Background: an optimization exercise with open tools, aiming at small area and a short achievable clock period. Do not read the settings as production practice.
At most, simulation tests tie the RTL to the original design; equivalence was not proved.
Only the layout flow was run in runs 2 to 6; the RTL was not checked for function there.
No activity file was given, so power comes from the tool's default toggle rates.

===== flow/design.v =====
module gcd_vector_sequencer #(
  parameter int WIDTH         = 32,
  parameter int IDX_W         = 4,
  parameter int ADDR_W        = 4,
  parameter int FIN_ADDR      = 9,
  parameter int RST_CYCLES    = 1,
  parameter int SETTLE_CYCLES = 10,
  parameter int TIMEOUT       = 4096
) (
  input  logic              clk,
  input  logic              rst,
  input  logic              start,
  input  logic [IDX_W:0]    n_tests,
  input  logic              vec_we,
  input  logic [IDX_W-1:0]  vec_idx,
  input  logic [WIDTH-1:0]  vec_a,
  input  logic [WIDTH-1:0]  vec_b,
  input  logic [WIDTH-1:0]  vec_g,
  output logic              dut_rst,
  output logic              dut_en,
  output logic              dut_ld,
  output logic [WIDTH-1:0]  dut_a,
  output logic [WIDTH-1:0]  dut_b,
  input  logic [ADDR_W-1:0] dut_addr,
  input  logic [WIDTH-1:0]  dut_res,
  output logic              busy,
  output logic              done,
  output logic [IDX_W:0]    pass_cnt,
  output logic [IDX_W:0]    fail_cnt,
  output logic [IDX_W:0]    timeout_cnt,
  output logic              first_fail_vld,
  output logic [IDX_W-1:0]  first_fail_idx
);
  localparam int DEPTH = 2 ** IDX_W;
  localparam int CNT_W = IDX_W + 1;
  localparam int TM_W  = $clog2(TIMEOUT);
  logic [WIDTH-1:0] ram_a [DEPTH];
  logic [WIDTH-1:0] ram_b [DEPTH];
  logic [WIDTH-1:0] ram_g [DEPTH];
  logic [WIDTH-1:0] g_q;       
  logic [IDX_W-1:0] ridx;      
  logic [CNT_W-1:0] rem;       
  logic [TM_W-1:0]  cnt;       
  logic             st_drst, st_run, st_settle, st_chk, tmo;
  function automatic logic [CNT_W-1:0] sat_inc(input logic [CNT_W-1:0] v);
    sat_inc = (&v) ? v : v + 1'b1;
  endfunction
  always_ff @(posedge clk) begin
    if (vec_we && !busy) begin
      ram_a[vec_idx] <= vec_a;
      ram_b[vec_idx] <= vec_b;
      ram_g[vec_idx] <= vec_g;
    end
  end
  logic [DEPTH-1:0] rsel;      
  logic [WIDTH-1:0] rd_a, rd_b, rd_g;
  always_comb begin
    rd_a = '0;
    rd_b = '0;
    rd_g = '0;
    for (int k = 0; k < DEPTH; k++) begin
      rd_a = rd_a | (ram_a[k] & {WIDTH{rsel[k]}});
      rd_b = rd_b | (ram_b[k] & {WIDTH{rsel[k]}});
      rd_g = rd_g | (ram_g[k] & {WIDTH{rsel[k]}});
    end
  end
  always_ff @(posedge clk) begin
    dut_a <= rd_a;
    dut_b <= rd_b;
    g_q   <= rd_g;
  end
  wire fin  = (dut_addr == ADDR_W'(FIN_ADDR));
  wire last = (rem == CNT_W'(1));
  wire fail = tmo || (dut_res != g_q);
  always_ff @(posedge clk) begin
    if (dut_ld || (st_run && fin)) cnt <= '0;
    else                           cnt <= cnt + 1'b1;
  end
  always_ff @(posedge clk) begin
    if (st_chk && !first_fail_vld) first_fail_idx <= ridx;
  end
  always_ff @(posedge clk) begin
    if (rst) begin
      dut_rst        <= 1'b1;
      dut_en         <= 1'b0;
      dut_ld         <= 1'b0;
      busy           <= 1'b0;
      done           <= 1'b0;
      pass_cnt       <= '0;
      fail_cnt       <= '0;
      timeout_cnt    <= '0;
      first_fail_vld <= 1'b0;
      st_drst        <= 1'b0;
      st_run         <= 1'b0;
      st_settle      <= 1'b0;
      st_chk         <= 1'b0;
      tmo            <= 1'b0;
      rem            <= '0;
      ridx           <= '0;
      rsel           <= DEPTH'(1);
    end else begin
      if (!busy) begin
        if (start) begin
          pass_cnt       <= '0;
          fail_cnt       <= '0;
          timeout_cnt    <= '0;
          first_fail_vld <= 1'b0;
          rem            <= n_tests;
          ridx           <= '0;
          rsel           <= DEPTH'(1);
          if (n_tests == '0) begin
            done <= 1'b1;
          end else begin
            busy    <= 1'b1;
            done    <= 1'b0;
            st_drst <= 1'b1;
          end
        end
      end
      if (st_drst) begin
        st_drst <= 1'b0;
        dut_rst <= 1'b0;
        dut_ld  <= 1'b1;
      end
      if (dut_ld) begin
        dut_ld <= 1'b0;
        dut_en <= 1'b1;
        st_run <= 1'b1;
        tmo    <= 1'b0;
      end
      if (st_run) begin
        if (fin) begin
          st_run    <= 1'b0;
          st_settle <= 1'b1;
        end else if (&cnt) begin
          st_run <= 1'b0;
          st_chk <= 1'b1;
          tmo    <= 1'b1;
          dut_en <= 1'b0;
        end
      end
      if (st_settle && cnt == TM_W'(SETTLE_CYCLES - 1)) begin
        st_settle <= 1'b0;
        st_chk    <= 1'b1;
        dut_en    <= 1'b0;
      end
      if (st_chk) begin
        st_chk <= 1'b0;
        if (fail) begin
          fail_cnt       <= sat_inc(fail_cnt);
          first_fail_vld <= 1'b1;
        end else begin
          pass_cnt <= sat_inc(pass_cnt);
        end
        if (tmo) timeout_cnt <= sat_inc(timeout_cnt);
        ridx    <= ridx + 1'b1;
        rsel    <= {rsel[DEPTH-2:0], rsel[DEPTH-1]};
        rem     <= rem - 1'b1;
        dut_rst <= 1'b1;
        if (last) begin
          busy <= 1'b0;
          done <= 1'b1;
        end else begin
          st_drst <= 1'b1;
        end
      end
    end
  end
endmodule

===== flow/flow/run.sh =====
#!/bin/bash
# The standard layout (standard.sh), with these changes:
#  - port buffers are plain buf_2 cells (buffer_ports -buffer_cell) instead of the delay cells it picks;
#  - clock tree synthesis without dummy loads.
set -euo pipefail
bash standard.sh \
  BUFFER_PORTS_ARGS="-buffer_cell sky130_fd_sc_hd__buf_2" \
  CTS_ARGS="-sink_clustering_enable -repair_clock_nets -dont_use_dummy_load" \
  finish > standard.log 2>&1

===== flow/standard.sh =====
#!/bin/bash
# synth_recipe.tcl (not shown) runs the flow's synth.tcl, then flattens the netlist and writes it again
# the make line also repeats each setting of config.mk as NAME=value (left out here)
make -C /OpenROAD-flow-scripts/flow DESIGN_CONFIG=/design/flow/config.mk WORK_HOME=/design/flow/orfs CLKGATE_MAP_FILE= SYNTH_SCRIPT=/design/flow/synth_recipe.tcl "${@:-finish}"

===== flow/config.mk =====
export PLATFORM = sky130hd
export DESIGN_NAME = gcd_vector_sequencer
export DESIGN_NICKNAME = gcd_vector_sequencer
export VERILOG_FILES = /design/flow/design.v
export SDC_FILE = /design/flow/constraint.sdc
export NUM_CORES = 4
export LEC_CHECK = 0
export CAP_MARGIN = 20
export CORE_MARGIN = 2
export CORE_UTILIZATION = 40
export SETUP_SLACK_MARGIN = 3.0
export SLEW_MARGIN = 20

===== flow/constraint.sdc =====
create_clock -name core_clock -period 5.0 [get_ports {clk}]
set_input_delay 1.0000 -clock core_clock [delete_from_list [all_inputs] [get_ports {clk}]]
set_output_delay 1.0000 -clock core_clock [all_outputs]
set_load 0.01 [all_outputs]

==> metrics.md, run 1 <==
| Metric | Value |
|---|---|
| Cells after Synth | 3,083 |
| Top cell type's share of synthesized area | 77.74% |
| Avg WL per Cell | 35.06 µm |
| Port-buffer cells | 233 |
| Critical path cell sequence | buf_6 |
| Initial antenna violation count | 40 |
| Share of cells above drive strength 1 | between 20 and 25% |
| CP top delay family | flip-flops |
| XOR/XNOR Fraction of Synth Area | 0.5890% |
| Synth async-reset ratio | 0% |
| Mean Syn Cell Area | 19.29 µm² |
| Relative slew slack | about a third |
| Post-synthesis mux area share | 0.07783% |
| DRT Pass-1 Iters | 6 |
| Worst EP required | ~4000 ps |
| Synth Area in Compound Gates | between 10% and 20% |
| CTS tree | yes |
| CTS clock-pin slew for the worst setup and hold paths | about 60 ps |
| Clock skew | between 70 and 80 ps |
| Top cells by count, synth | edfxtp_1, a221oi_1, a22o_1 |
| Critical path fanouts, max | 1 |
| Post-synth design cell area | 59,480 µm² |
| Status | no timing/DRC/antenna violations |
| Detailed-route DRC error count | 0 |
| Pwr per Cell Area | between 300 and 400 nW/µm² |
| Library cells used by synthesis | 55 |
| Simple logic cell fraction of the synthesized area | around 2.6% |
| Syn-to-layout area delta | 19.78% |
| Register area share after synthesis | slightly above 80% |
| Final hold violation count | 0 |
| EDFF count, synth | between 1,500 and 2,000 |
| Effective utilization at floorplan | roughly two fifths |
| Bufs on Longest Clock Path | 3 |
| CP bufs+invs | 1 |
| Die ar. | 151,800 µm² |
| Crit share post-route | 45.58% |
| Largest family of logic cells by synthesized area | compound AO/OA/AOI/OAI gates |
| Clk root buf | clkbuf_16 |
| DR iter-0 viols | 4,934 |
| Worst Setup Start Kind | flop |
| Hold buffers post-CTS | 0 |
| CTS Buf Count | 173 |
| Synthesis-stage register bit count | 1,699 |
| Die W | 389.6 µm |
| Finished Layout Cells | 5,460 |
| Placed cells | just over 5,000 |
| Vias per cell | 6.345 |
| Placeable Area | between 100,000 and 150,000 µm² |
| # rows | 141 |
| Routability congestion estimate | 0.7389 |
| Detail Placement HPWL | 78.82 mm |
| Fin crit period | 2279 ps |
| Leakage | 0.02295 µW |
| Clk sinks | 1,699 |
| Post-synth net total | roughly 3,200 |
| Post-Synth Adder-Cell Area | 0.2314% |
| Setup Crit Path Kind | reg2out |
| Measured slew at the worst slew-check pin | ~1000 ps |
| Vias in the first global route | between 30,000 and 40,000 |
| CP max stage delay | 400 ps |
| CP max-delay cell | dfxtp_4 |
| Worst hold path type | reg2reg |
| Setup TNS | 0 ps |
| DRT Wirelength | 191.4 mm |
| Grt total ovfl | 0 |
| Synth area leaders | edfxtp_1, a221oi_1, a22o_1 |
| RSZ-0062 raised after global routing | true |
| Final Slew Violations | 0 |
| Setup violators final | 0 |
| Die height | 389.6 µm |
| Synth warnings | 1 |
| Nets | 3,679 |
| Io pins | 234 |
| CTS H-tree lvls | 4 |
| Worst vdd ir | about 0.33 mV |
| Worst-skew pair later-pin latency | 810 ps |
| ANT nets after route | 0 |
| Crit path DAT | between 1000 and 1500 ps |
| First-pass GRT wire length | 249.9 mm |
| Top FF cell, synth | edfxtp_1 |
| Total track usage | 23.41% |
| Largest net degree at the start of global routing | 99 |
| CP Capture Type | primary output |
| Area leader, netlist | edfxtp_1 |
| Via Count | 34,640 |
| Max_cap viols | 0 |
| Most frequent cell after synthesis | edfxtp_1 |
| F_max | roughly 440 MHz |
## through the flow
| stage | hold WS, ps | utilization, % | worst slack [ps] | total power, µW | cell area, µm² |
|---|---|---|---|---|---|
| 6_report | 462.7 | 48.25 | 2721 | 27150 | 71250 |
| 5_1_grt | 483.0 | 48.24 | 2668 | 27840 | 71240 |
| 4_1_cts | 459.6 | 47.21 | 2677 | 27250 | 69700 |
| 3_5_place_dp | 447.5 | 42.91 | 1502 | 16490 | 63360 |
| 3_3_place_gp | 445.5 | 42.90 | 1513 | 16470 | 63340 |
| 2_1_floorplan | 423.0 | - | 786.6 | 16160 | 59640 |
## flip-flops by register name, summed over array words and instances, names as in the netlist, 4 cells and up
name / cells
rsel: 16
timeout_cnt: 5
ridx: 4
dut_a: 32
rem: 5
cnt: 12
dut_b: 32
g_q: 32
ram_a: 512
fail_cnt: 5
first_fail_idx: 4
ram_g: 512
pass_cnt: 5
ram_b: 512
## where the power goes
part           switching [µW]  internal, µW
Clock                    4860          6030
Sequential               63.6         15600
Combinational             404           156
## layout make-up
cell class                 count  area (µm²)
antenna                        9       22.52
clock buffer                 173        4329
fill                       11940       76410
inverter                      12       48.80
multi-input combinational   1179        9588
sequential                  1699       49600
tap                         1930        2415
timing repair buffer         457        5244
timing repair inverter         1       7.507
## routing by layer
layer	GRT usage (%)	vias up	share of wire [%]
li1	-	13930	-
met1	32.19	18190	39
met2	36.39	2181	47
met3	6.455	309	11
met4	6.949	38	2.6
met5	0.4466	-	0.20
## timing repair
item | in CTS | in global routing
endpoints found under the hold margin | 0 | 0
pin swaps | 25 | 27
cloned | 17 | 27
endpoints found under the setup margin | 1516 | 850
resized for setup | 183 | 95
buffers inserted | 73 | 45
## placed cells by master (no fill, tap or decap), drive strengths merged, types with 3 or more instances in the layout
| cell type | instances |
|---|---|
| xnor2 | 21 |
| buf | 428 |
| a31oi | 5 |
| dfxtp | 159 |
| nand3 | 20 |
| nand4 | 104 |
| edfxtp | 1540 |
| ha | 11 |
| nor2b | 3 |
| inv | 11 |
| or3 | 4 |
| a22o | 384 |
| nor2 | 65 |
| xor2 | 19 |
| a21o | 5 |
| nor3b | 3 |
| a311oi | 3 |
| nand2 | 24 |
| diode | 9 |
| bufbuf | 6 |
| o21ai | 10 |
| nand2b | 5 |
| a21oi | 34 |
| and3 | 20 |
| a221oi | 384 |
| a211oi | 5 |
| nor3 | 10 |
| or2 | 4 |
| nor4 | 5 |
| clkbuf | 196 |
## final timing paths
path | startpoint | to | slack (ps) | cells after the start
setup / recovery | dut_b[24]$_DFF_P_ | dut_b[24] | 2720 | 1
hold / removal | ram_g[14][15]$_DFFE_PP_ | g_q[15]$_DFF_P_ | 460 | 2
setup reg to reg | busy$_SDFF_PP0_ | ram_g[0][6]$_DFFE_PP_ | 2900 | 7
hold reg to reg | ram_g[14][15]$_DFFE_PP_ | g_q[15]$_DFF_P_ | 460 | 2
## kinds of logic (layout without fill, tap and decap cells)
| kind of cell | count (synthesis) | after routing |
|---|---|---|
| flops | 1699 | 1699 |
| mux | 4 | 4 |
| simple gates | 281 | 281 |
| xor+xnor | 40 | 40 |
| compound gates | 843 | 843 |
| fa+ha+maj | 11 | 11 |
| buf+inv | 205 | 643 |
| other cells | 0 | 9 |
==> run 2: changes to the inputs <==
--- a/flow/design.v
+++ b/flow/design.v
@@ -52,7 +52,7 @@
       ram_g[vec_idx] <= vec_g;
     end
   end
-  logic [DEPTH-1:0] rsel;      
+  logic [DEPTH-1:0] rsel, rsel_n, rsel_g;
   logic [WIDTH-1:0] rd_a, rd_b, rd_g;
   always_comb begin
     rd_a = '0;
@@ -60,9 +60,12 @@
     rd_g = '0;
     for (int k = 0; k < DEPTH; k++) begin
       rd_a = rd_a | (ram_a[k] & {WIDTH{rsel[k]}});
-      rd_b = rd_b | (ram_b[k] & {WIDTH{rsel[k]}});
-      rd_g = rd_g | (ram_g[k] & {WIDTH{rsel[k]}});
+      rd_b = rd_b | (ram_b[k] & {WIDTH{!rsel_n[k]}});
+      rd_g = rd_g | (ram_g[k] & {WIDTH{rsel_g[k]}});
     end
+  end
+  always_ff @(posedge clk) begin
+    if (dut_ld) rsel_g <= rsel;
   end
   always_ff @(posedge clk) begin
     dut_a <= rd_a;
@@ -98,6 +101,7 @@
       rem            <= '0;
       ridx           <= '0;
       rsel           <= DEPTH'(1);
+      rsel_n         <= ~DEPTH'(1);
     end else begin
       if (!busy) begin
         if (start) begin
@@ -108,6 +112,7 @@
           rem            <= n_tests;
           ridx           <= '0;
           rsel           <= DEPTH'(1);
+          rsel_n         <= ~DEPTH'(1);
           if (n_tests == '0) begin
             done <= 1'b1;
           end else begin
@@ -155,6 +160,7 @@
         if (tmo) timeout_cnt <= sat_inc(timeout_cnt);
         ridx    <= ridx + 1'b1;
         rsel    <= {rsel[DEPTH-2:0], rsel[DEPTH-1]};
+        rsel_n  <= {rsel_n[DEPTH-2:0], rsel_n[DEPTH-1]};
         rem     <= rem - 1'b1;
         dut_rst <= 1'b1;
         if (last) begin
==> metrics.md, run 2 <==
| Metric | Value |
|---|---|
| Status | no timing/DRC/antenna violations |
| Pwr per Cell Area | 373.0 nW/µm² (-2.1%) |
| Port-buffer cells | 233 (unchanged) |
| Clk pwr share | 39.3% (-0.8 points) |
| Cells after Synth | 3,165 (+2.7%) |
| Fillers | 12,130 (+1.6%) |
| Library cells used by synthesis | 48 (-13%) |
| Vias in the first global route | 33,210 (+2.4%) |
| CTS tree | yes |
| Fin crit period | 2374 ps (+95.16 ps) |
| Worst EP required | 4000 ps (about the same) |
| Multi-input gate area | 9839 µm² (+2.6%) |
| Final Worst Setup Slack | 2626 ps (-95.16 ps) |
| Most frequent cell after synthesis | edfxtp_1 |
| Syn-to-layout area delta | 21.85% |
| Placed cells | 5,308 (+3.8%) |
| ANT nets after route | 0 (unchanged) |
| CP bufs+invs | 1 (unchanged) |
| Area leader, netlist | edfxtp_1 |
| Via Count | 35,560 (+2.6%) |
| Post-synth design cell area | 60,490 µm² (+1.7%) |
| Setup Crit Path Kind | reg2out |
| Most frequent cells in the layout | edfxtp_1, a22o_1, a221oi_1 |
| CTS Buf Count | 169 (-2.3%) |
| Avg WL per Cell | 34.34 µm (-2.1%) |
| Setup TNS | 0 ps (unchanged) |
| Bufs on Longest Clock Path | 3 (unchanged) |
| Share of cells above drive strength 1 | 22.57% (+0.76 points) |
| Mean Syn Cell Area | 19.11 µm² (-0.95%) |
| Gate power share | 2.6% (+0.5 points) |
| Setup violators final | 0 (unchanged) |
| First-pass GRT wire length | 256.1 mm (+2.5%) |
| # rows | 142 (+0.71%) |
| Crit share post-route | 47.49% (+1.9 points) |
| F_max | 421.2 MHz (-4.0%) |
| Measured slew at the worst slew-check pin | 1130 ps (+103.5 ps) |
| Max_cap viols | 0 (unchanged) |
| Clk sinks | 1,731 (+1.9%) |
| Synthesis-stage register bit count | 1,731 (+1.9%) |
| Final hold violation count | 0 (unchanged) |
| Internal power | 22,040 µW (+1.0%) |
| Largest net degree at the start of global routing | 97 (-2.0%) |
| RSZ-0062 raised after global routing | true |
| Die W | 392.9 µm (+0.83%) |
| Top cell type's share of synthesized area | 77.25% (-0.49 points) |
| Die height | 392.9 µm (+0.83%) |
| EDFF count, synth | 1,556 (+1.0%) |
| DR iter-0 viols | 4,895 (-0.79%) |
| Hold buffers post-CTS | 0 (unchanged) |
| Top cells by count, synth | edfxtp_1, a221oi_1, a22o_1 |
| CTS H-tree lvls | 4 (unchanged) |
| Leakage | 0.02386 µW (+4.0%) |
| Initial antenna violation count | 43 (+7.5%) |
| FF-to-FF Start | busy$_SDFF_PP0_ |
| Nets | 3,826 (+4.0%) |
| Grt total ovfl | 0 (unchanged) |
| Storage cell area | 50,350 µm² (+1.5%) |
| Switch Pwr | 5454 µW (+2.3%) |
| CP top delay family | flip-flops |
| Detail Placement HPWL | 83.49 mm (+5.9%) |
| Worst vdd ir | 0.3686 mV (+11%) |
| Commonest non-fill, non-tap cell in the layout | edfxtp_1 |
| Worst Setup Start Kind | flop |
| Reg2Reg Depth | 8 (+1) |
| CP Capture Type | primary output |
| Placeable Area | 150,000 µm² (+1.6%) |
| Clk root buf | clkbuf_16 |
| CTS clock-pin slew for the worst setup and hold paths | 60 ps (about the same) |
| Hold Path Sink | g_q[21]$_DFF_P_ |
| Relative slew slack | 24.65% (-6.9 points) |
| CP max stage delay | 430 ps (+30 ps) |
| Post-synth net total | 3,321 (+2.5%) |
| DRT Wirelength | 195.7 mm (+2.2%) |
| Routability congestion estimate | 0.7511 (+1.7%) |
| Finished Cell Area | 73,700 µm² (+3.4%) |
| Hold Path Depth | 2 (unchanged) |
| Finished Layout Cells | 5,699 (+4.4%) |
| DRT Pass-1 Iters | 6 (unchanged) |
| Crit path DAT | 1370 ps (+90 ps) |
| Net Sw Frac | 19.84% (+0.21 points) |
| Biggest regs | ram_a (512), ram_b (512), ram_g (512) |
| R2r setup slk | 2700 ps (-200 ps) |
| CP max-delay cell | dfxtp_4 |
| Hold Crit Start | ram_g[15][21]$_DFFE_PP_ |
| Total track usage | 23.63% (+0.22 points) |
| Register area share after synthesis | 83.04% (about the same) |
| Critical path fanouts, max | 4 (+3) |
| Vias per cell | 6.240 (-1.7%) |
| Sequential share of power | 58.1% (+0.3 points) |
| Effective utilization at floorplan | 40.34% (+0.052 points) |
| Detailed-route DRC error count | 0 (unchanged) |
| Final Slew Violations | 0 (unchanged) |
| Worst-skew pair later-pin latency | 800 ps (about the same) |
| Placed inst area | 64,540 µm² (+1.9%) |
| Synth async-reset ratio | 0% (unchanged) |
| Critical path cell sequence | buf_6 |
| Synth area leaders | edfxtp_1, dfxtp_1, a221oi_1 |
| Io pins | 234 (unchanged) |
| Synth warnings | 1 (unchanged) |
| Tot Pwr | 27,490 µW (+1.3%) |
| Worst hold path type | reg2reg |
| Dpl ws | 1702 ps (+199.6 ps) |
| Clock skew | 55.32 ps (-21.34 ps) |
| Die ar. | 154,300 µm² (+1.7%) |
| R2R Path End | ram_g[2][17]$_DFFE_PP_ |
| Top FF cell, synth | edfxtp_1 |
run 2: area by class of cell:
type,count,share of cell area [%]
Tap cell,2016,3.422
Sequential cell,1731,68.31
Multi-Input combinational cell,1223,13.35
Timing Repair Buffer,517,8.967
Inverter,28,0.1647
Antenna cell,15,0.05093
Clock buffer,169,5.738
run 2: kinds of logic after synthesis:
| group | count (synthesis) | share of synthesized area, % |
|---|---|---|
| flip-flops | 1731 | 83.04 |
| AO/OA/AOI/OAI | 856 | 11.99 |
| AND/OR/NAND/NOR | 311 | 2.778 |
| buffers and inverters | 212 | 1.318 |
| XOR/XNOR | 42 | 0.6082 |
| adder cells (fa/ha/maj) | 11 | 0.2275 |
| multiplexers | 2 | 0.03310 |
run 2: through the flow:
step | hold WS (ps) | utilization (%)
after global placement | 442.8 | 43.03
after global routing | 444.2 | 49.13
after CTS | 396.1 | 47.85
after floorplan | 406.4 | -
after detailed placement | 454.9 | 43.04
final | 456.7 | 49.15
run 2: how the worst max path moves through the flow:
stage                         start                        to  slack, ps  cells after the start
floorplan                    vec_we     ram_a[2][0]$_DFFE_PP_        740                      3
global placement             vec_we   ram_a[10][14]$_DFFE_PP_       1670                      5
detailed placement      dut_res[16]  pass_cnt[3]$_SDFFE_PP0P_       1700                      7
CTS                 busy$_SDFF_PP0_                      busy       2590                      1
global route        busy$_SDFF_PP0_                      busy       2610                      1
finish              busy$_SDFF_PP0_                      busy       2630                      1
run 2: worst register-to-register path, cell delays in order, from the launching register on:
cell       delay, ps
dfxtp_4          400
nand2b_4         180
or3b_4           410
buf_6            140
nor3_4           210
buf_4            200
clkbuf_16        180
buf_12           110
buf_16           130
run 2: power groups by stage:
| stage | registers [µW] | clock network (µW) | logic (µW) |
|---|---|---|---|
| after floorplan | 16300 | 0 | 191 |
| after global placement | 16300 | 0 | 542 |
| after detailed placement | 16300 | 0 | 560 |
| after CTS | 16000 | 10900 | 651 |
| after global routing | 16000 | 11400 | 757 |
| final | 16000 | 10800 | 714 |
run 2: per-layer routing:
metal  track usage [%]  wire length [µm]
met2             38.03             92790
met5                 0               227
met4             7.454              6370
met3             5.790             22190
met1             31.65             74110
run 2: timing repair:
item / 4_1_cts / 5_1_grt
cloned: 48 / 45
endpoints found under the setup margin: 1631 / 1007
setup buffers: 79 / 35
pin swaps: 27 / 24
gates resized for setup: 258 / 110
==> run 3: changes to the inputs <==
==> flow/flow/run.sh (replaced) <==
#!/bin/bash
# The standard layout (standard.sh), with these changes:
#  - port buffers are plain buf_2 cells (buffer_ports -buffer_cell) instead of the delay cells it picks;
#  - clock tree synthesis without dummy loads and with larger sink clusters (fewer leaf buffers).
set -euo pipefail
bash standard.sh \
  BUFFER_PORTS_ARGS="-buffer_cell sky130_fd_sc_hd__buf_2" \
  CTS_ARGS="-sink_clustering_enable -repair_clock_nets -dont_use_dummy_load -sink_clustering_size 25 -sink_clustering_max_diameter 100" \
  finish > standard.log 2>&1
--- a/flow/config.mk
+++ b/flow/config.mk
@@ -7,6 +7,6 @@
 export LEC_CHECK = 0
 export CAP_MARGIN = 20
 export CORE_MARGIN = 2
-export CORE_UTILIZATION = 40
+export CORE_UTILIZATION = 60
 export SETUP_SLACK_MARGIN = 3.0
 export SLEW_MARGIN = 20
==> metrics.md, run 3 <==
| Metric | Value |
|---|---|
| Port-buffer cells | 233 (unchanged) |
| Hold Crit Start | ridx[3]$_SDFFE_PP0P_ |
| Leakage | 0.02208 µW (-7.5%) |
| Die W | 321.5 µm (-18%) |
| Fin crit period | 2555 ps (+180.4 ps) |
| Fillers | 6,379 (-47%) |
| Synth area leaders | edfxtp_1, dfxtp_1, a221oi_1 |
| DRT Wirelength | 173.7 mm (-11%) |
| Worst vdd ir | 0.2923 mV (-21%) |
| XOR/XNOR Fraction of Synth Area | 0.6082% (unchanged) |
| Vias in the first global route | 33,210 (+0.015%) |
| Post-synth design cell area | 60,490 µm² (unchanged) |
| Worst hold path type | reg2reg |
| Final hold violation count | 0 (unchanged) |
| Measured slew at the worst slew-check pin | 1200 ps (+69.34 ps) |
| Setup TNS | 0 ps (unchanged) |
| Register area share after synthesis | 83.04% (unchanged) |
| CTS H-tree lvls | 3 (-1) |
| Dpl ws | 1044 ps (-658.4 ps) |
| Biggest regs | ram_a (512), ram_b (512), ram_g (512) |
| Worst-skew pair later-pin latency | 690 ps (-110 ps) |
| Hold Slack | 470.6 ps (+13.94 ps) |
| Largest family of logic cells by synthesized area | compound AO/OA/AOI/OAI gates |
| Final Worst Setup Slack | 2445 ps (-180.4 ps) |
| Clk root buf | clkbuf_16 |
| Worst Setup Start Kind | input pin |
| F_max | 391.4 MHz (-7.1%) |
| Cells after Synth | 3,165 (unchanged) |
| Placeable Area | 100,000 µm² (-33%) |
| Mean Syn Cell Area | 19.11 µm² (unchanged) |
| Most frequent cell after synthesis | edfxtp_1 |
| Crit share post-route | 51.09% (+3.6 points) |
| Clk sinks | 1,731 (unchanged) |
| Clock skew | 50.00 ps (-5.314 ps) |
| Status | no timing/DRC/antenna violations |
| Final Slew Violations | 0 (unchanged) |
| Initial antenna violation count | 20 (-53%) |
| Top cells by count, synth | edfxtp_1, a221oi_1, a22o_1 |
| DR iter-0 viols | 4,989 (+1.9%) |
| Worst EP required | 5560 ps (+1560 ps) |
| Crit path DAT | 3110 ps (+1740 ps) |
| Avg WL per Cell | 35.96 µm (+4.7%) |
| ANT nets after route | 0 (unchanged) |
| Synth async-reset ratio | 0% (unchanged) |
| Synth Area in Compound Gates | 11.99% (unchanged) |
| Syn-to-layout area delta | 13.76% |
| CTS clock-pin slew for the worst setup and hold paths | 100 ps (+40 ps) |
| Routability congestion estimate | 0.8099 (+7.8%) |
| Vias per cell | 7.118 (+14%) |
| Finished Cell Area | 68,810 µm² (-6.6%) |
| Area leader, netlist | edfxtp_1 |
| Post-synthesis mux area share | 0.03310% (unchanged) |
| Detailed-route DRC error count | 0 (unchanged) |
| CTS Buf Count | 79 (-53%) |
| Max_cap viols | 0 (unchanged) |
| Effective utilization at floorplan | 60.48% (+20 points) |
| DRT Pass-1 Iters | 6 (unchanged) |
| Placed inst area | 63,840 µm² (-1.1%) |
| Total track usage | 32.45% (+8.8 points) |
| Library cells used by synthesis | 48 (unchanged) |
| First-pass GRT wire length | 238.2 mm (-7.0%) |
| Critical path fanouts, max | 5 (+1) |
| # rows | 116 (-18%) |
| Commonest non-fill, non-tap cell in the layout | edfxtp_1 |
| Top FF cell, synth | edfxtp_1 |
| Setup Crit Path Kind | in2reg |
| Share of cells above drive strength 1 | 19.15% (-3.4 points) |
| Grt total ovfl | 0 (unchanged) |
| EDFF count, synth | 1,556 (unchanged) |
| Via Count | 34,390 (-3.3%) |
| CTS tree | yes |
| Detail Placement HPWL | 82.15 mm (-1.6%) |
| Final Util | 68.81% (+20 points) |
| Setup violators final | 0 (unchanged) |
| Relative slew slack | 20.03% (-4.6 points) |
| Most frequent cells in the layout | edfxtp_1, a22o_1, a221oi_1 |
| Io pins | 234 (unchanged) |
| Hold buffers post-CTS | 0 (unchanged) |
| Post-synth net total | 3,321 (unchanged) |
| Synthesis-stage register bit count | 1,731 (unchanged) |
| Synth warnings | 1 (unchanged) |
| RSZ-0062 raised after global routing | true |
| Die height | 321.5 µm (-18%) |
| Die ar. | 103,400 µm² (-33%) |
| Post-Synth Adder-Cell Area | 0.2275% (unchanged) |
| Largest net degree at the start of global routing | 70 (-28%) |
| Top cell type's share of synthesized area | 77.25% (unchanged) |
| R2r setup slk | 2500 ps (-200 ps) |
| Bufs on Longest Clock Path | 3 (unchanged) |
| Nets | 3,683 (-3.7%) |
| Pwr per Cell Area | 342.5 nW/µm² (-8.2%) |
| CP Capture Type | flop |
| FF-to-FF Start | g_q[22]$_DFF_P_ |
| CP startpoint | dut_res[22] |
| Simple logic cell fraction of the synthesized area | 2.778% (unchanged) |
-- run 3: path summary, 6_finish.rpt --
kind                            endpoint  cells past startpoint
max             pass_cnt[3]$_SDFFE_PP0P_                      8
min          first_fail_idx[3]$_DFFE_PP_                      0
max reg2reg     pass_cnt[3]$_SDFFE_PP0P_                      7
min reg2reg  first_fail_idx[3]$_DFFE_PP_                      0
-- run 3: power breakdown --
group | total, µW | internal, µW | switching, µW
Combinational | 641 | 195 | 447
Clock | 6980 | 2840 | 4140
Sequential | 15900 | 15900 | 69.9
Total | 23600 | 18900 | 4660
-- run 3: cells by family after synthesis --
| group | count (synthesis) |
|---|---|
| xor gates and xnor gates | 42 |
| AOI/OAI and AO/OA | 856 |
| and+or+nand+nor | 311 |
| DFF | 1731 |
| buffers and inverters | 212 |
| muxes | 2 |
| adders and majority gates | 11 |
-- run 3: layer usage --
metal | part of all wire [%] | global-route usage (%) | vias up
met5 | 0.082 | 0 | -
met4 | 2.4 | 8.525 | 22
met3 | 10 | 5.055 | 256
met2 | 48 | 52.65 | 2097
met1 | 39 | 46.70 | 17970
li1 | - | - | 14040
-- run 3: final cells by class --
class | instances | area, µm² | area share (%)
Timing Repair Buffer | 465 | 4916 | 7.144
Antenna cell | 8 | 20.02 | 0.02909
Inverter | 28 | 120.1 | 0.1746
Sequential cell | 1731 | 50360 | 73.19
Multi-Input combinational cell | 1222 | 9791 | 14.23
Tap cell | 1298 | 1624 | 2.360
Clock buffer | 79 | 1977 | 2.873
-- run 3: what timing repair did --
action	CTS	global route
setup buffers	72	23
pin swaps	21	17
cloned	18	26
resized for setup	168	69
endpoints found under the setup margin	1391	792
-- run 3: critical path, cell delays in order --
cell	delay, ps
buf_8	100
xor2_4	150
nor4_4	440
nand4_1	240
buf_4	200
or4_4	470
and3_4	200
a311o_1	320
-- run 3: per-stage QoR --
step           power, µW  cells
6_report           23570   4831
5_1_grt            24130   4825
3_3_place_gp       16800   4602
3_5_place_dp       16840   4605
4_1_cts            23570   4774
2_1_floorplan      16470   3165
==> run 4: changes to the inputs <==
--- a/flow/design.v
+++ b/flow/design.v
@@ -74,7 +74,9 @@
   end
   wire fin  = (dut_addr == ADDR_W'(FIN_ADDR));
   wire last = (rem == CNT_W'(1));
-  wire fail = tmo || (dut_res != g_q);
+  wire res_ok  = (dut_res == g_q);
+  wire pass_en = st_chk && !tmo && res_ok;
+  wire fail_en = st_chk && !(!tmo && res_ok);
   always_ff @(posedge clk) begin
     if (dut_ld || (st_run && fin)) cnt <= '0;
     else                           cnt <= cnt + 1'b1;
@@ -151,12 +153,6 @@
       end
       if (st_chk) begin
         st_chk <= 1'b0;
-        if (fail) begin
-          fail_cnt       <= sat_inc(fail_cnt);
-          first_fail_vld <= 1'b1;
-        end else begin
-          pass_cnt <= sat_inc(pass_cnt);
-        end
         if (tmo) timeout_cnt <= sat_inc(timeout_cnt);
         ridx    <= ridx + 1'b1;
         rsel    <= {rsel[DEPTH-2:0], rsel[DEPTH-1]};
@@ -170,6 +166,11 @@
           st_drst <= 1'b1;
         end
       end
+      if (pass_en) pass_cnt <= sat_inc(pass_cnt);
+      if (fail_en) begin
+        fail_cnt       <= sat_inc(fail_cnt);
+        first_fail_vld <= 1'b1;
+      end
     end
   end
 endmodule
==> metrics.md, run 4 <==
| Metric | Value |
|---|---|
| Measured slew at the worst slew-check pin | 1220 ps (+19.95 ps) |
| Max_cap viols | 0 (unchanged) |
| Io pins | 234 (unchanged) |
| Fin crit period | 2317 ps (-238.2 ps) |
| Port-buffer cells | 233 (unchanged) |
| Leakage | 0.02263 µW (+2.5%) |
| Mean Syn Cell Area | 19.12 µm² (about the same) |
| Internal power | 18,940 µW (+0.13%) |
| Die ar. | 103,400 µm² (about the same) |
| CP Capture Type | primary output |
| Reg2Reg Depth | 9 (+2) |
| Finished Cell Area | 70,150 µm² (+2.0%) |
| Cells after Synth | 3,164 (-0.032%) |
| Critical path fanouts, max | 2 (-3) |
| Nets | 3,733 (+1.4%) |
| Sequential share of power | 67.5% (-0.2 points) |
| Post-Synth Adder-Cell Area | 0.2275% (about the same) |
| Clock skew | 60.98 ps (+10.97 ps) |
| Grt total ovfl | 0 (unchanged) |
| Synth async-reset ratio | 0% (unchanged) |
| Synth area leaders | edfxtp_1, dfxtp_1, a221oi_1 |
| Die height | 321.5 µm (about the same) |
| Top cells by count, synth | edfxtp_1, a221oi_1, a22o_1 |
| Share of cells above drive strength 1 | 20.90% (+1.7 points) |
| Routability congestion estimate | 0.7844 (-3.1%) |
| Hold buffers post-CTS | 0 (unchanged) |
| R2R Path End | pass_cnt[1]$_SDFFE_PP0P_ |
| Crit share post-route | 46.33% (-4.8 points) |
| Bufs on Longest Clock Path | 3 (unchanged) |
| Top FF cell, synth | edfxtp_1 |
| Area leader, netlist | edfxtp_1 |
| Final Slew Violations | 0 (unchanged) |
| Setup TNS | 0 ps (unchanged) |
| Simple logic cell fraction of the synthesized area | 2.722% (-0.056 points) |
| DRT Pass-1 Iters | 5 (-1) |
| Post-synth design cell area | 60,500 µm² (about the same) |
| Die W | 321.5 µm (about the same) |
| Setup Crit Path Kind | reg2out |
| Worst Setup Start Kind | flop |
| Syn-to-layout area delta | 15.96% |
| Detailed-route DRC error count | 0 (unchanged) |
| Vias in the first global route | 34,040 (+2.5%) |
| Synth Area in Compound Gates | 12.05% (+0.057 points) |
| Initial antenna violation count | 17 (-15%) |
| CP bufs+invs | 2 (unchanged) |
| Hold Crit Start | rsel[13]$_SDFFE_PP0P_ |
| CP top delay family | flip-flops |
| Placed inst area | 63,750 µm² (-0.14%) |
| Switch Pwr | 4673 µW (+0.38%) |
| Post-synthesis mux area share | 0.03309% (about the same) |
| Clk sinks | 1,731 (unchanged) |
| Total track usage | 34.37% (+1.9 points) |
| Pwr per Cell Area | 336.6 nW/µm² (-1.7%) |
| R2r setup slk | 2780 ps (+280 ps) |
| Final hold violation count | 0 (unchanged) |
| Largest net degree at the start of global routing | 58 (-17%) |
| Top cell type's share of synthesized area | 77.23% (about the same) |
| Detail Placement HPWL | 83.56 mm (+1.7%) |
| Routed length on met3 | 20.50 mm (+14%) |
| Hold Path Depth | 0 (unchanged) |
| Largest family of logic cells by synthesized area | compound AO/OA/AOI/OAI gates |
| RSZ-0062 raised after global routing | true |
| Avg WL per Cell | 37.36 µm (+3.9%) |
| F_max | 431.7 MHz (+10%) |
| Via Count | 35,210 (+2.4%) |
| CTS clock-pin slew for the worst setup and hold paths | 100 ps (about the same) |
| DR iter-0 viols | 5,914 (+19%) |
| Met2 Routed Length | 85.26 mm (+2.0%) |
| Synth warnings | 1 (unchanged) |
| Crit path DAT | 1320 ps (-1790 ps) |
| # rows | 116 (unchanged) |
| First-pass GRT wire length | 249.1 mm (+4.6%) |
| FF-to-FF Start | g_q[12]$_DFF_P_ |
| Hold Path Sink | rsel_g[13]$_DFFE_PP_ |
| XOR/XNOR Fraction of Synth Area | 0.6080% (about the same) |
| Worst EP required | 4000 ps (-1560 ps) |
| CTS tree | yes |
| Vias per cell | 7.210 (+1.3%) |
| Clk root buf | clkbuf_16 |
| DRT Wirelength | 182.4 mm (+5.0%) |
| Synthesis-stage register bit count | 1,731 (unchanged) |
| Status | no timing/DRC/antenna violations |
| Relative slew slack | 18.70% (-1.3 points) |
| Worst-skew pair later-pin latency | 700 ps (about the same) |
| Clk pwr share | 29.5% (about the same) |
| Worst hold path type | reg2reg |
| Effective utilization at floorplan | 60.50% (about the same) |
| Critical path cell sequence | buf_12, buf_6 |
| Worst vdd ir | 0.2702 mV (-7.6%) |
| Placeable Area | 100,000 µm² (unchanged) |
| Register area share after synthesis | 83.02% (about the same) |
| Met1 wire length | 70.14 mm (+3.5%) |
| CTS Buf Count | 79 (unchanged) |
| Net Sw Frac | 19.79% (+0.040 points) |
| Top Metal Used | met5 |
| CTS H-tree lvls | 3 (unchanged) |
| Most frequent cell after synthesis | edfxtp_1 |
| Gate power share | 2.9% (+0.2 points) |
| Setup violators final | 0 (unchanged) |
| Most frequent cells in the layout | edfxtp_1, a22o_1, a221oi_1 |
| EDFF count, synth | 1,556 (unchanged) |
| Library cells used by synthesis | 51 (+6.3%) |
| Post-synth net total | 3,320 (-0.030%) |
| Commonest non-fill, non-tap cell in the layout | edfxtp_1 |
| ANT nets after route | 0 (unchanged) |
| CP max stage delay | 370 ps (-100 ps) |
| Biggest regs | ram_a (512), ram_b (512), ram_g (512) |
| CP max-delay cell | dfxtp_4 |
run 4: how the worst max path moves through the flow:
stage | start | to | slack, ps | depth (start not counted)
floorplan | vec_we | ram_a[4][0]$_DFFE_PP_ | 740 | 3
global route | dut_ld$_SDFF_PP0_ | dut_ld | 2670 | 2
CTS | dut_ld$_SDFF_PP0_ | dut_ld | 2670 | 2
global placement | dut_res[29] | pass_cnt[3]$_SDFFE_PP0P_ | 1580 | 7
detailed placement | dut_res[7] | pass_cnt[3]$_SDFFE_PP0P_ | 1540 | 7
finish | dut_ld$_SDFF_PP0_ | dut_ld | 2680 | 2
run 4: layout make-up:
type / count / area [µm²]
Timing Repair Buffer: 516 / 6103
Inverter: 29 / 131.4
Clock buffer: 79 / 1977
Timing Repair inverter: 1 / 7.507
Tap cell: 1298 / 1624
Antenna cell: 10 / 25.02
Fill cell: 6200 / 29850
Multi-Input combinational cell: 1219 / 9894
Sequential cell: 1731 / 50390
run 4: per-stage QoR:
| stage | total power [µW] | utilization (%) | cells | setup WS, ps | hold slack (ps) |
|---|---|---|---|---|---|
| 5_1_grt | 24190 | 70.13 | 4875 | 2667 | 460.3 |
| 3_5_place_dp | 16840 | 63.75 | 4604 | 1545 | 419.5 |
| 6_report | 23610 | 70.15 | 4883 | 2683 | 450.6 |
| 2_1_floorplan | 16470 | - | 3164 | 744.2 | 406.4 |
| 3_3_place_gp | 16800 | 63.71 | 4602 | 1579 | 408.1 |
| 4_1_cts | 23610 | 68.90 | 4827 | 2673 | 449.4 |
run 4: repair_timing:
item                       4_1_cts  5_1_grt
pin swaps                       24       23
cloned                          45       25
setup endpoints to repair     1623      828
buffers inserted                99       21
resized for setup              269      111
run 4: worst reg2reg max path, delay by kind of cell, from the launching register on:
| family | cells | cell delay (ps) |
|---|---|---|
| buffers and inverters | 3 | 410 |
| AND/OR/NAND/NOR | 2 | 500 |
| XOR/XNOR | 1 | 180 |
| flip-flops | 1 | 350 |
| AO/OA/AOI/OAI | 3 | 740 |
run 4: routing by layer:
metal  vias to the layer above  global-route usage [%]
li1                      14160                       -
met2                      2350                   54.00
met4                         8                   11.16
met5                         -                       0
met3                       313                   6.338
met1                     18370                   49.48
run 4: cells by family (layout without fill, tap and decap cells):
family	after synthesis	after routing
DFF	1731	1731
AOI/OAI and AO/OA	860	860
and+or+nand+nor	304	304
buffers and inverters	214	625
xor gates and xnor gates	42	42
adders and majority gates	11	11
muxes	2	2
other	0	10
run 4: power by group through the flow:
stage / Sequential, µW / Combinational (µW) / Clock, µW
finish: 15900 / 689 / 6980
global route: 16000 / 728 / 7510
CTS: 15900 / 646 / 7020
detailed placement: 16300 / 554 / 0
global placement: 16300 / 526 / 0
floorplan: 16300 / 188 / 0
==> run 5: changes to the inputs <==
--- a/flow/design.v
+++ b/flow/design.v
@@ -52,31 +52,14 @@
       ram_g[vec_idx] <= vec_g;
     end
   end
-  logic [DEPTH-1:0] rsel, rsel_n, rsel_g;
-  logic [WIDTH-1:0] rd_a, rd_b, rd_g;
-  always_comb begin
-    rd_a = '0;
-    rd_b = '0;
-    rd_g = '0;
-    for (int k = 0; k < DEPTH; k++) begin
-      rd_a = rd_a | (ram_a[k] & {WIDTH{rsel[k]}});
-      rd_b = rd_b | (ram_b[k] & {WIDTH{!rsel_n[k]}});
-      rd_g = rd_g | (ram_g[k] & {WIDTH{rsel_g[k]}});
-    end
-  end
   always_ff @(posedge clk) begin
-    if (dut_ld) rsel_g <= rsel;
-  end
-  always_ff @(posedge clk) begin
-    dut_a <= rd_a;
-    dut_b <= rd_b;
-    g_q   <= rd_g;
+    dut_a <= ram_a[ridx];
+    dut_b <= ram_b[ridx];
+    g_q   <= ram_g[ridx];
   end
   wire fin  = (dut_addr == ADDR_W'(FIN_ADDR));
   wire last = (rem == CNT_W'(1));
-  wire res_ok  = (dut_res == g_q);
-  wire pass_en = st_chk && !tmo && res_ok;
-  wire fail_en = st_chk && !(!tmo && res_ok);
+  wire fail = tmo || (dut_res != g_q);
   always_ff @(posedge clk) begin
     if (dut_ld || (st_run && fin)) cnt <= '0;
     else                           cnt <= cnt + 1'b1;
@@ -102,8 +85,6 @@
       tmo            <= 1'b0;
       rem            <= '0;
       ridx           <= '0;
-      rsel           <= DEPTH'(1);
-      rsel_n         <= ~DEPTH'(1);
     end else begin
       if (!busy) begin
         if (start) begin
@@ -113,8 +94,6 @@
           first_fail_vld <= 1'b0;
           rem            <= n_tests;
           ridx           <= '0;
-          rsel           <= DEPTH'(1);
-          rsel_n         <= ~DEPTH'(1);
           if (n_tests == '0) begin
             done <= 1'b1;
           end else begin
@@ -153,10 +132,14 @@
       end
       if (st_chk) begin
         st_chk <= 1'b0;
+        if (fail) begin
+          fail_cnt       <= sat_inc(fail_cnt);
+          first_fail_vld <= 1'b1;
+        end else begin
+          pass_cnt <= sat_inc(pass_cnt);
+        end
         if (tmo) timeout_cnt <= sat_inc(timeout_cnt);
         ridx    <= ridx + 1'b1;
-        rsel    <= {rsel[DEPTH-2:0], rsel[DEPTH-1]};
-        rsel_n  <= {rsel_n[DEPTH-2:0], rsel_n[DEPTH-1]};
         rem     <= rem - 1'b1;
         dut_rst <= 1'b1;
         if (last) begin
@@ -166,11 +149,6 @@
           st_drst <= 1'b1;
         end
       end
-      if (pass_en) pass_cnt <= sat_inc(pass_cnt);
-      if (fail_en) begin
-        fail_cnt       <= sat_inc(fail_cnt);
-        first_fail_vld <= 1'b1;
-      end
     end
   end
 endmodule
==> flow/run.sh (new file) <==
#!/bin/bash
# synth_recipe.tcl (not shown) runs the flow's synth.tcl, then flattens the netlist and writes it again
# the make line also repeats each setting of config.mk as NAME=value (left out here)
make -C /OpenROAD-flow-scripts/flow DESIGN_CONFIG=/design/flow/config.mk WORK_HOME=/design/flow/orfs CLKGATE_MAP_FILE= SYNTH_SCRIPT=/design/flow/synth_recipe.tcl finish
--- a/flow/config.mk
+++ b/flow/config.mk
@@ -7,6 +7,5 @@
 export LEC_CHECK = 0
 export CAP_MARGIN = 20
 export CORE_MARGIN = 2
-export CORE_UTILIZATION = 60
-export SETUP_SLACK_MARGIN = 3.0
+export CORE_UTILIZATION = 40
 export SLEW_MARGIN = 20
removed: flow/flow/run.sh
removed: flow/standard.sh
==> metrics.md, run 5 <==
| Metric | Value |
|---|---|
| Post-CTS resize count | 0 (-100%) |
| Hold Crit Start | dut_rst$_SDFFE_PP1P_ |
| Die height | 398.1 µm (+24%) |
| Hold Slack | 470.2 ps (+19.61 ps) |
| Clock skew | 22.68 ps (-38.30 ps) |
| Avg WL per Cell | 27.40 µm (-27%) |
| Effective utilization at floorplan | 40.28% (-20 points) |
| Synth area leaders | edfxtp_1, mux4_2, dfxtp_1 |
| RSZ-0062 raised after global routing | false |
| Via Count | 27,820 (-21%) |
| Detail Placement HPWL | 70.96 mm (-15%) |
| Setup Crit Path Kind | reg2reg |
| R2R Path End | fail_cnt[3]$_SDFFE_PP0P_ |
| Pwr per Cell Area | 388.9 nW/µm² (+16%) |
| Top cells by count, synth | edfxtp_1, mux4_2, dfxtp_1 |
| Most frequent cells in the layout | edfxtp_1, mux4_2, clkdlybuf4s50_1 |
| Vias per cell | 5.452 (-24%) |
| Final Util | 47.31% (-23 points) |
| Area leader, netlist | edfxtp_1 |
| Gate power share | 2.0% (-0.9 points) |
| Internal power | 22,820 µW (+20%) |
| Crit share post-route | 57.47% (+11 points) |
| DRT Wirelength | 139.8 mm (-23%) |
| Met1 wire length | 59.48 mm (-15%) |
| Final hold violation count | 0 (unchanged) |
| Most frequent cell after synthesis | edfxtp_1 |
| CTS H-tree lvls | 4 (+1) |
| Io pins | 234 (unchanged) |
| Leakage | 0.02210 µW (-2.3%) |
| Switch Pwr | 5557 µW (+19%) |
| Clk root buf | clkbuf_16 |
| Largest net degree at the start of global routing | 97 (+67%) |
| Hold buffers post-CTS | 0 (unchanged) |
| DR iter-0 viols | 2,416 (-59%) |
| Status | no timing/DRC/antenna violations |
| Critical path fanouts, max | 25 (+23) |
| Relative slew slack | 32.43% (+14 points) |
| ANT nets after route | 0 (unchanged) |
| Storage cell area | 49,120 µm² (-2.5%) |
| Register area share after synthesis | 79.05% (-4.0 points) |
| Reg2Reg Depth | 5 (-4) |
| Port-buffer cells | 233 (unchanged) |
| Max_cap viols | 0 (unchanged) |
| Hold Path Depth | 2 (+2) |
| Synth warnings | 1 (unchanged) |
| Measured slew at the worst slew-check pin | 1014 ps (-206.0 ps) |
| Worst-skew pair later-pin latency | 790 ps (+90 ps) |
| EDFF count, synth | 1,540 (-1.0%) |
| Mean Syn Cell Area | 24.27 µm² (+27%) |
| Routed length on met3 | 8.653 mm (-58%) |
| Top cell type's share of synthesized area | 74.44% (-2.8 points) |
| Final Slew Violations | 0 (unchanged) |
| Fin crit period | 2874 ps (+557.0 ps) |
| Placeable Area | 154,200 µm² (+54%) |
| # rows | 144 (+24%) |
| Clk pwr share | 43.1% (+14 points) |
| DRT Pass-1 Iters | 5 (unchanged) |
| Bufs on Longest Clock Path | 3 (unchanged) |
| Worst vdd ir | 0.3721 mV (+38%) |
| Biggest regs | ram_a (512), ram_b (512), ram_g (512) |
| Syn-to-layout area delta | 17.44% |
| Cells after Synth | 2,560 (-19%) |
| Nets | 3,064 (-18%) |
| Commonest non-fill, non-tap cell in the layout | edfxtp_1 |
| Detailed-route DRC error count | 0 (unchanged) |
| Vias in the first global route | 29,620 (-13%) |
| FF-to-FF Start | st_chk$_SDFF_PP0_ |
| Share of cells above drive strength 1 | 26.20% (+5.3 points) |
| Setup Buffers After CTS | 0 (-100%) |
| Net Sw Frac | 19.59% (-0.21 points) |
| Worst hold path type | reg2reg |
| R2r setup slk | 2130 ps (-650 ps) |
| F_max | 348.0 MHz (-19%) |
| Post-synth net total | 2,716 (-18%) |
| CP Capture Type | flop |
| Sequential share of power | 54.9% (-13 points) |
| Grt total ovfl | 0 (unchanged) |
| Routability congestion estimate | 0.7820 (-0.31%) |
| Multi-input gate area | 12,640 µm² (+28%) |
| Die ar. | 158,500 µm² (+53%) |
| Worst EP required | 5690 ps (+1690 ps) |
| Fillers | 12,440 (+100%) |
| Top FF cell, synth | edfxtp_1 |
| Total track usage | 17.76% (-17 points) |
| Hold Path Sink | dut_rst$_SDFFE_PP1P_ |
| Die W | 398.1 µm (+24%) |
| Library cells used by synthesis | 51 (unchanged) |
| Synthesis-stage register bit count | 1,683 (-2.8%) |
| Met2 Routed Length | 68.98 mm (-19%) |
| CTS Buf Count | 172 (+120%) |
| Setup violators final | 0 (unchanged) |
| First-pass GRT wire length | 203.7 mm (-18%) |
| Synth async-reset ratio | 0% (unchanged) |
| Post-synth design cell area | 62,120 µm² (+2.7%) |
| Crit path DAT | 3570 ps (+2250 ps) |
| Top Metal Used | met5 |
| CTS clock-pin slew for the worst setup and hold paths | 60 ps (-40 ps) |
| CTS tree | yes |
| Initial antenna violation count | 26 (+9) |
| Worst Setup Start Kind | flop |
| Clk sinks | 1,683 (-2.8%) |
-- run 5: cell count changes after synthesis, moves of 15 or more --
cell,before,now
a21oi_1,49,22
and3_1,28,10
nor2_1,79,52
a22o_1,384,0
nor3_1,26,11
dfxtp_1,175,143
a221oi_1,384,0
buf_2,0,16
clkbuf_1,150,66
nand4_1,100,6
inv_1,29,12
edfxtp_1,1556,1540
mux4_2,0,480
-- run 5: final cells by class --
class,instances,share of cell area (%)
tap,2044,3.505
clock buffer,245,6.585
sequential,1683,67.33
multi-input combinational,747,17.33
antenna,4,0.01372
clock inverter,75,0.8077
inverter,14,0.07203
timing repair buffer,290,4.359
-- run 5: power by group through the flow --
stage          Combinational (µW)  Clock (µW)  Sequential [µW]
2_1_floorplan                 176           0            15900
3_3_place_gp                  542           0            15900
3_5_place_dp                  576           0            15900
4_1_cts                       578       12500            15600
5_1_grt                       623       13100            15600
6_report                      569       12200            15600
-- run 5: worst max-delay path, cell delays in order, from the launching register on --
cell      delay, ps
dfxtp_1         930
clkinv_1        660
nor2_1          430
o31ai_2         180
or4_1           490
o31ai_1          80
-- run 5: cell families after synthesis --
kind of cell / Yosys count / synth area share (%)
AOI/OAI and AO/OA: 57 / 0.5982
xor gates and xnor gates: 41 / 0.5780
adders and majority gates: 11 / 0.2215
buffers and inverters: 130 / 0.8177
DFF: 1683 / 79.05
muxes: 484 / 17.47
and+or+nand+nor: 154 / 1.267
-- run 5: metal layers --
layer	GRT usage, %	up-vias
met1	24.49	15130
li1	-	11680
met2	28.79	786
met4	4.292	30
met3	4.066	191
met5	0	-
-- run 5: metrics by stage --
step	setup slack (ps)	setup TNS (ps)	instance area, µm²	instances	total power (µW)
after CTS	2043	0	72960	5098	28700
after global routing	2012	0	72950	5099	29300
after detailed placement	1263	0	67560	4778	16450
final	2126	0	72960	5102	28370
after floorplan	-1006	-353220	62190	2560	16050
after global placement	1256	0	67560	4778	16400
-- run 5: worst max path at each step --
| stage | startpoint | to | depth (start not counted) |
|---|---|---|---|
| floorplan | vec_we | ram_a[1][0]$_DFFE_PP_ | 3 |
| global placement | dut_res[4] | fail_cnt[3]$_SDFFE_PP0P_ | 7 |
| detailed placement | dut_res[4] | fail_cnt[3]$_SDFFE_PP0P_ | 7 |
| CTS | dut_b[28]$_DFF_P_ | dut_b[28] | 1 |
| global route | st_chk$_SDFF_PP0_ | fail_cnt[3]$_SDFFE_PP0P_ | 5 |
| finish | st_chk$_SDFF_PP0_ | fail_cnt[3]$_SDFFE_PP0P_ | 5 |
==> run 6: changes to the inputs <==
--- a/flow/config.mk
+++ b/flow/config.mk
@@ -8,4 +8,5 @@
 export CAP_MARGIN = 20
 export CORE_MARGIN = 2
 export CORE_UTILIZATION = 40
+export SETUP_SLACK_MARGIN = 2.6
 export SLEW_MARGIN = 20
==> metrics.md, run 6 <==
| Metric | Value |
|---|---|
| Library cells used by synthesis | 51 (unchanged) |
| Switch Pwr | 5711 µW (+2.8%) |
| Sequential share of power | 54.6% (-0.3 points) |
| Status | no timing/DRC/antenna violations |
| Top FF cell, synth | edfxtp_1 |
| Avg WL per Cell | 28.22 µm (+3.0%) |
| CP startpoint | vec_we |
| Worst hold path type | reg2reg |
| Clock skew | 24.53 ps (+1.853 ps) |
| Detail Placement HPWL | 72.67 mm (+2.4%) |
| CTS H-tree lvls | 4 (unchanged) |
| Pwr per Cell Area | 386.0 nW/µm² (-0.75%) |
| Die W | 398.1 µm (unchanged) |
| Die ar. | 158,500 µm² (unchanged) |
| Port-buffer cells | 233 (unchanged) |
| Setup violators final | 0 (unchanged) |
| Most frequent cell after synthesis | edfxtp_1 |
| CP max stage delay | 600 ps (-330 ps) |
| Top cell type's share of synthesized area | 74.44% (unchanged) |
| Synth warnings | 1 (unchanged) |
| Worst EP required | 5410 ps (-280 ps) |
| Register area share after synthesis | 79.05% (unchanged) |
| Internal power | 22,780 µW (-0.14%) |
| Worst Setup EP | ram_b[3][11]$_DFFE_PP_ |
| Post-synth design cell area | 62,120 µm² (unchanged) |
| Critical path fanouts, max | 80 (+220%) |
| Fillers | 12,360 (-0.63%) |
| DR iter-0 viols | 2,598 (+7.5%) |
| Crit path DAT | 2840 ps (-730 ps) |
| Final Slew Violations | 0 (unchanged) |
| Placeable Area | 154,200 µm² (unchanged) |
| Worst Setup Start Kind | input pin |
| Syn-to-layout area delta | 18.84% |
| Synth async-reset ratio | 0% (unchanged) |
| Nets | 3,110 (+1.5%) |
| DRT Wirelength | 145.6 mm (+4.1%) |
| DRT Pass-1 Iters | 5 (unchanged) |
| Share of cells above drive strength 1 | 31.75% (+5.5 points) |
| F_max | 412.5 MHz (+19%) |
| Clk root buf | clkbuf_16 |
| Routability congestion estimate | 0.7956 (+1.7%) |
| Top cells by count, synth | edfxtp_1, mux4_2, dfxtp_1 |
| Finished Cell Area | 73,830 µm² (+1.2%) |
| CTS clock-pin slew for the worst setup and hold paths | 50 ps (about the same) |
| Die height | 398.1 µm (unchanged) |
| Grt total ovfl | 0 (unchanged) |
| CP max-delay cell | clkdlybuf4s50_1 |
| Reg2Reg Depth | 6 (+1) |
| Biggest regs | ram_a (512), ram_b (512), ram_g (512) |
| Initial antenna violation count | 26 (unchanged) |
| Area leader, netlist | edfxtp_1 |
| Crit share post-route | 48.49% (-9.0 points) |
| Mean Syn Cell Area | 24.27 µm² (unchanged) |
| R2r setup slk | 2630 ps (+500 ps) |
| Most frequent cells in the layout | edfxtp_1, mux4_2, clkbuf_16 |
| Hold buffers post-CTS | 0 (unchanged) |
| Placed inst area | 67,640 µm² (+0.12%) |
| First-pass GRT wire length | 208.6 mm (+2.4%) |
| Clk pwr share | 43.3% (+0.2 points) |
| Critical path cell sequence | clkdlybuf4s50_1, nand2b_4, or3_4, nor2_4, clkbuf_16 |
| Cells after Synth | 2,560 (unchanged) |
| Max_cap viols | 0 (unchanged) |
| Net Sw Frac | 20.04% (+0.45 points) |
| Detailed-route DRC error count | 0 (unchanged) |
| CTS Buf Count | 173 (+0.58%) |
| Bufs on Longest Clock Path | 3 (unchanged) |
| Worst-skew pair later-pin latency | 800 ps (about the same) |
| Final hold violation count | 0 (unchanged) |
| Worst vdd ir | 0.3305 mV (-11%) |
| RSZ-0062 raised after global routing | true |
| Io pins | 234 (unchanged) |
| CTS tree | yes |
| Largest net degree at the start of global routing | 97 (unchanged) |
| Vias per cell | 5.485 (+0.61%) |
| Leakage | 0.02272 µW (+2.8%) |
| Relative slew slack | 34.36% (+1.9 points) |
| Post-synth net total | 2,716 (unchanged) |
| Total track usage | 18.27% (+0.51 points) |
| Vias in the first global route | 29,590 (-0.074%) |
| ANT nets after route | 0 (unchanged) |
| Measured slew at the worst slew-check pin | 984.6 ps (-28.87 ps) |
| Effective utilization at floorplan | 40.28% (unchanged) |
| Via Count | 28,290 (+1.7%) |
| Synthesis-stage register bit count | 1,683 (unchanged) |
| EDFF count, synth | 1,540 (unchanged) |
| Fin crit period | 2425 ps (-449.1 ps) |
| Synth area leaders | edfxtp_1, mux4_2, dfxtp_1 |
| # rows | 144 (unchanged) |
| FF-to-FF Start | g_q[10]$_DFF_P_ |
| R2R Path End | pass_cnt[0]$_SDFFE_PP0P_ |
| CP Capture Type | flop |
| Clk sinks | 1,683 (unchanged) |
| Setup TNS | 0 ps (unchanged) |
| Setup Crit Path Kind | in2reg |
| Gate power share | 2.1% (about the same) |
| Commonest non-fill, non-tap cell in the layout | edfxtp_1 |
run 6: cell counts after synthesis:
No cell type changed its count.
run 6: area by class of cell:
type | count | area (µm²) | area share, %
sequential | 1683 | 49210 | 66.66
tap | 2044 | 2557 | 3.464
clock inverter | 90 | 774.5 | 1.049
timing repair buffer | 335 | 3771 | 5.108
clock buffer | 237 | 4681 | 6.340
multi-input combinational | 747 | 12760 | 17.28
inverter | 14 | 56.30 | 0.07627
antenna | 7 | 17.52 | 0.02373
run 6: cell families after synthesis:
logic type / count (synthesis) / synth area share, %
muxes: 484 / 17.47
AOI/OAI and AO/OA: 57 / 0.5982
buffers and inverters: 130 / 0.8177
adders and majority gates: 11 / 0.2215
DFF: 1683 / 79.05
xor gates and xnor gates: 41 / 0.5780
and+or+nand+nor: 154 / 1.267
run 6: worst max-delay path, delay by kind of cell:
kind	cells	cell delay, ps
buffers and inverters	2	1070
and+or+nand+nor	3	620
run 6: repair_timing:
action | 4_1_cts | 5_1_grt
pin swaps | 14 | 12
gates resized for setup | 373 | 36
buffers inserted | 33 | 4
endpoints found under the setup margin | 1625 | 449
gates cloned | 6 | 3
run 6: power groups by stage:
| stage | Sequential (µW) | Combinational, µW | Clock, µW |
|---|---|---|---|
| after CTS | 15600 | 602 | 12600 |
| after floorplan | 15900 | 182 | 0 |
| after detailed placement | 15900 | 586 | 0 |
| final | 15600 | 598 | 12300 |
| after global placement | 15900 | 552 | 0 |
| after global routing | 15600 | 650 | 13200 |
run 6: metrics by stage:
step	hold slack, ps	power (µW)	utilization (%)	instances	setup slack, ps
6_report	457.7	28490	47.87	5157	2575
5_1_grt	492.1	29370	47.86	5151	2540
4_1_cts	457.4	28780	47.77	5143	2556
3_5_place_dp	474.3	16460	43.86	4777	1207
3_3_place_gp	461.8	16410	43.84	4776	1276
2_1_floorplan	406.4	16040	-	2560	786.6
run 6: worst min path at each step:
stage | start | end | slack [ps] | cells past startpoint
floorplan | ridx[2]$_SDFFE_PP0P_ | first_fail_idx[2]$_DFFE_PP_ | 410 | 0
global placement | cnt[0]$_SDFF_PP0_ | cnt[0]$_SDFF_PP0_ | 460 | 1
detailed placement | st_drst$_SDFF_PP0_ | dut_rst$_SDFFE_PP1P_ | 470 | 1
CTS | dut_ld$_SDFF_PP0_ | dut_ld$_SDFF_PP0_ | 460 | 1
global route | dut_ld$_SDFF_PP0_ | dut_ld$_SDFF_PP0_ | 490 | 1
finish | dut_ld$_SDFF_PP0_ | dut_ld$_SDFF_PP0_ | 460 | 1
run 6: routing by layer:
| metal | share of wire (%) | vias to the layer above | global-route usage (%) | wire [µm] |
|---|---|---|---|---|
| met1 | 42 | 15390 | 24.95 | 61160 |
| met4 | 2.1 | 26 | 4.549 | 3024 |
| met2 | 50 | 873 | 29.89 | 72510 |
| met3 | 6.0 | 213 | 4.120 | 8705 |
| met5 | 0.10 | - | 0 | 147 |
| li1 | - | 11780 | - | - |

re-timing with driven ports:
The results above use ideal ports. As a check the final layouts listed here were re-extracted and re-timed, cells and wires unchanged. Step 1 assumes that a clkbuf_16 drives the clock port and a buf_2 every other input. Step 2 also shifts input and output timing later by t, the mid clock arrival at the registers, as if the neighbouring blocks saw the same clock. Slacks: ideal / step 1 / step 2; pairs: ideal / step 1.
| run | t (ns) | slack for setup (ns) | hold WS [ns] | latest minus earliest clock arrival (ns) | worst register clock-pin slew, ns |
|---|---|---|---|---|---|
| run 1 | 0.839 | 2.721 / 2.644 / 2.031 | 0.463 / 0.463 / 0.463 | 0.095 / 0.095 | 0.06 / 0.06 |
| run 2 | 0.859 | 2.626 / 2.541 / 1.903 | 0.457 / 0.398 / 0.457 | 0.061 / 0.061 | 0.07 / 0.07 |
| run 3 | 0.746 | 2.445 / 2.481 / 1.735 | 0.471 / 0.471 / 0.471 | 0.052 / 0.051 | 0.10 / 0.10 |
| run 4 | 0.741 | 2.683 / 2.609 / 2.015 | 0.451 / 0.451 / 0.451 | 0.062 / 0.062 | 0.10 / 0.10 |
| run 5 | 0.851 | 2.126 / 2.065 / 1.297 | 0.470 / 0.470 / 0.470 | 0.031 / 0.031 | 0.06 / 0.06 |
| run 6 | 0.865 | 2.575 / 2.596 / 1.748 | 0.458 / 0.458 / 0.458 | 0.030 / 0.030 | 0.06 / 0.06 |
After both steps every run listed still meets setup and hold. For run 5, which loses most, drivers alone change the setup slack by -0.061 ns; drivers and shift together by -0.829 ns.
